Source: an optimization exercise on an open RTL-to-GDS flow (aim: small area, a short achievable clock period and few clock cycles per item). Production flows keep margins and buffers that such runs may drop. The RTL was checked by simulation tests, not by an equivalence proof against the original design. Power and IR drop assume default switching activity.

// fpu_seq
module fpu_seq (
  input  logic        clk,
  input  logic        reset,
  input  logic        Start,
  input  logic [1:0]  FPUOp,
  input  logic [31:0] SrcA,
  input  logic [31:0] SrcB,
  output logic [31:0] Result,
  output logic        Done,
  output logic        Busy,
  output logic [3:0]  FPUFlags
);
Size: ~78 flip-flops, roughly 110 I/O pins, ~24,000 µm² of cells after synthesis.
export LEC_CHECK = 0
export ABC_AREA = 1
export CAP_MARGIN = 20
export CORE_MARGIN = 2
export CORE_UTILIZATION = 40
export SETUP_SLACK_MARGIN = 4.0
export SLEW_MARGIN = 20
create_clock -name core_clock -period 11.0 [get_ports {clk}]
standard.sh (not shown) runs the stock make flow with config.mk's settings and CLKGATE_MAP_FILE= SYNTH_SCRIPT=/design/flow/synth_recipe.tcl, a recipe that flattens the netlist after the stock synthesis.
==> flow/flow/run.sh <==
#!/bin/bash
# The standard layout (the standard.sh: standard synthesis, then ORFS from
# floorplan to finish) with one change: the input and output port buffers that
# global placement inserts are sky130_fd_sc_hd__buf_4 cells instead of the
# default choice.
set -euo pipefail
bash standard.sh "BUFFER_PORTS_ARGS=-buffer_cell sky130_fd_sc_hd__buf_4" finish > run_make.log 2>&1
Testbench counts at the start, summed over its fixed seeds: cycles 3,200, ops 3,200.
==> next run, changes <==
--- a/flow/design.v
+++ b/flow/design.v
@@ -1428,112 +1428,102 @@
   assign w_big     = w_swap ? w_mB : w_mA;
   assign w_small   = w_swap ? w_mA : w_mB;
   assign w_bigSign = w_swap ? SrcB[31] : SrcA[31];
   assign w_aligned = (w_diff >= 8'd26) ? 25'd0 : (w_small >> w_diff[4:0]);
   logic [24:0] w_nearMag;
   logic        w_nearZero;
   logic [4:0]  w_nearLz;
   assign w_nearMag  = w_big - (w_expEq ? w_small : (w_small >> 1));
   assign w_nearZero = w_expEq && (w_zeroA || (SrcA[22:0] == SrcB[22:0]));
   assign w_nearLz   = lzc25(w_nearMag);
   logic [47:0] w_row0, w_row1;
   logic [22:0] w_lowG, w_lowP;
-  logic [3:0]  w_grpG, w_grpP;
+  logic [5:0]  w_grpG, w_grpP;
   logic [9:0]  w_mulExp;
   fpu_mul u_mul (
     .i_a    ({1'b1, SrcA[22:0]}),
     .i_b    ({1'b1, SrcB[22:0]}),
     .o_row0 (w_row0),
     .o_row1 (w_row1)
   );
-  function automatic logic [1:0] grpGP(input logic [22:0] g, input logic [22:0] p,
-                                       input int lo, input int hi);
-    logic gg, pp;
-    gg = 1'b0;
-    pp = 1'b1;
-    for (int i = 0; i < 23; i++) begin
-      if (i >= lo && i <= hi) begin
-        gg = g[i] | (p[i] & gg);
-        pp = pp & p[i];
-      end
-    end
-    grpGP = {gg, pp};
-  endfunction
   assign w_lowG = w_row0[22:0] & w_row1[22:0];
   assign w_lowP = w_row0[22:0] | w_row1[22:0];
-  logic [2:0] w_subG, w_subP;
-  assign {w_subG[0], w_subP[0]} = grpGP(w_lowG, w_lowP, 0, 3);
-  assign {w_subG[1], w_subP[1]} = grpGP(w_lowG, w_lowP, 4, 7);
-  assign {w_subG[2], w_subP[2]} = grpGP(w_lowG, w_lowP, 8, 11);
-  assign w_grpG[0] = w_subG[2] | (w_subP[2] & (w_subG[1] | (w_subP[1] & w_subG[0])));
-  assign w_grpP[0] = &w_subP;
-  assign {w_grpG[1], w_grpP[1]} = grpGP(w_lowG, w_lowP, 12, 15);
-  assign {w_grpG[2], w_grpP[2]} = grpGP(w_lowG, w_lowP, 16, 19);
-  assign {w_grpG[3], w_grpP[3]} = grpGP(w_lowG, w_lowP, 20, 22);
+  always_comb begin
+    for (int k = 0; k < 6; k++) begin
+      w_grpG[k] = 1'b0;
+      w_grpP[k] = 1'b1;
+      for (int i = 0; i < 4; i++) begin
+        if (4 * k + i < 23) begin
+          w_grpG[k] = w_lowG[4 * k + i] | (w_lowP[4 * k + i] & w_grpG[k]);
+          w_grpP[k] = w_grpP[k] & w_lowP[4 * k + i];
+        end
+      end
+    end
+  end
   assign w_mulExp = {2'b0, w_expA} + {2'b0, w_expB} - 10'd126;
   logic        r_done;
   logic [24:0] r_x, r_y;
-  logic [3:0]  r_grpG;
-  logic [3:1]  r_grpP;
+  logic [5:0]  r_grpG;
+  logic [5:1]  r_grpP;
   logic        r_noCarry;
   logic        r_near;
   logic        r_sign;
   logic [9:0]  r_exp;
   logic        r_zero;
   logic [4:0]  r_lz;
   logic        r_special;
   always_ff @(posedge clk) begin
     if (!reset) r_done <= 1'b0;
     else        r_done <= Start && (FPUOp != fpu_pkg::OP_NONE);
   end
   always_ff @(posedge clk) begin
     r_special <= w_special;
     r_noCarry <= w_isMul || w_sub;
     r_lz      <= w_nearLz;
     if (w_isMul) begin
       r_x    <= w_row0[47:23];
       r_y    <= w_row1[47:23];
       r_grpG <= w_grpG;
-      r_grpP <= w_grpP[3:1];
+      r_grpP <= w_grpP[5:1];
       r_near <= 1'b0;
       r_sign <= w_sub;
       r_exp  <= w_mulExp;
       r_zero <= w_zeroA || w_zeroB;
     end else if (w_near) begin
       r_x    <= w_nearMag;
       r_y    <= ~w_aligned;
-      r_grpG <= 4'b1000;
-      r_grpP <= 3'd0;
+      r_grpG <= 6'b100000;
+      r_grpP <= 5'd0;
       r_near <= 1'b1;
       r_sign <= w_bigSign;
       r_exp  <= {2'b0, w_addExp};
       r_zero <= w_nearZero;
     end else begin
       r_x    <= w_big;
       r_y    <= w_sub ? ~w_aligned : w_aligned;
-      r_grpG <= {w_sub, 3'd0};
-      r_grpP <= 3'd0;
+      r_grpG <= {w_sub, 5'd0};
+      r_grpP <= 5'd0;
       r_near <= 1'b0;
       r_sign <= w_bigSign;
       r_exp  <= {2'b0, w_addExp};
       r_zero <= w_zeroA && w_zeroB;
     end
   end
   logic        w_cin;
   logic [26:0] w_sumC;
   logic [25:0] w_sum;
   logic        w_selR, w_sel0, w_selL;
   logic [9:0]  w_expR, w_exp0, w_expL;
-  assign w_cin  = r_grpG[3] | (r_grpP[3] & (r_grpG[2] | (r_grpP[2] & (r_grpG[1] |
-                  (r_grpP[1] & r_grpG[0])))));
+  assign w_cin  = r_grpG[5] | (r_grpP[5] & (r_grpG[4] | (r_grpP[4] & (r_grpG[3] |
+                  (r_grpP[3] & (r_grpG[2] | (r_grpP[2] & (r_grpG[1] | (r_grpP[1] & r_grpG[0])))))))));
   assign w_sumC = {1'b0, r_x, 1'b1} + {1'b0, r_y, w_cin};
   assign w_sum  = w_sumC[26:1];
   assign w_selR = w_sum[25] && !r_noCarry;
   assign w_sel0 = !w_selR && w_sum[24];
   assign w_selL = !w_selR && !w_sum[24];
   assign w_expR = r_exp + 10'd1;
   assign w_exp0 = r_exp;
   assign w_expL = r_exp - 10'd1;
   function automatic logic isInf(input logic [9:0] e);
     isInf = !e[9] && (e[8:0] >= 9'd255);
   endfunction
   function automatic logic isLow(input logic [9:0] e);
Result:
- setup slack is worse by 0.063 ns
- clock power rose by 6.3%
- critical path depth does not change
- via count rises by 2.4%
- core utilization goes down by 1.1 points
- fmax shrinks by 0.92%
- design area goes up by 1.4%
- routed wire length goes up by 5.4%
- area after synthesis came out higher by 3.2%
- synthesized cell count is higher by 1.9%
Testbench counts after the change, summed over its fixed seeds: cycles 3,200, ops 3,200.

-- port drivers added, routing unchanged --
How much do the figures lean on ideal ports? The routed layouts below were timed once more, with nothing changed but the port constraints.
Step 1: set_driving_cell puts a clkbuf_16 on clk and a buf_2 on each other input, an assumption about the parent block.
Step 2 adds t to the input delays and takes it off the output delays; t is the mean of the earliest and latest rising clock arrival at the registers after step 1. Input paths then give back, and output paths get back, about the clock's delay inside the block.
a / b / c = ideal / step 1 / step 2; a / b = the first two.
run | t (ns) | slack for setup (ns) | hold slack, ns
the first run | 0.447 | 4.185 / 4.213 / 3.766 | 2.052 / 2.011 / 2.458
the second run | 0.450 | 4.122 / 4.162 / 3.712 | 2.048 / 2.014 / 2.464
After both steps every run listed still meets setup and hold. The setup slack of the first run, which loses most, moves by +0.028 ns with the drivers and by -0.419 ns with both steps.
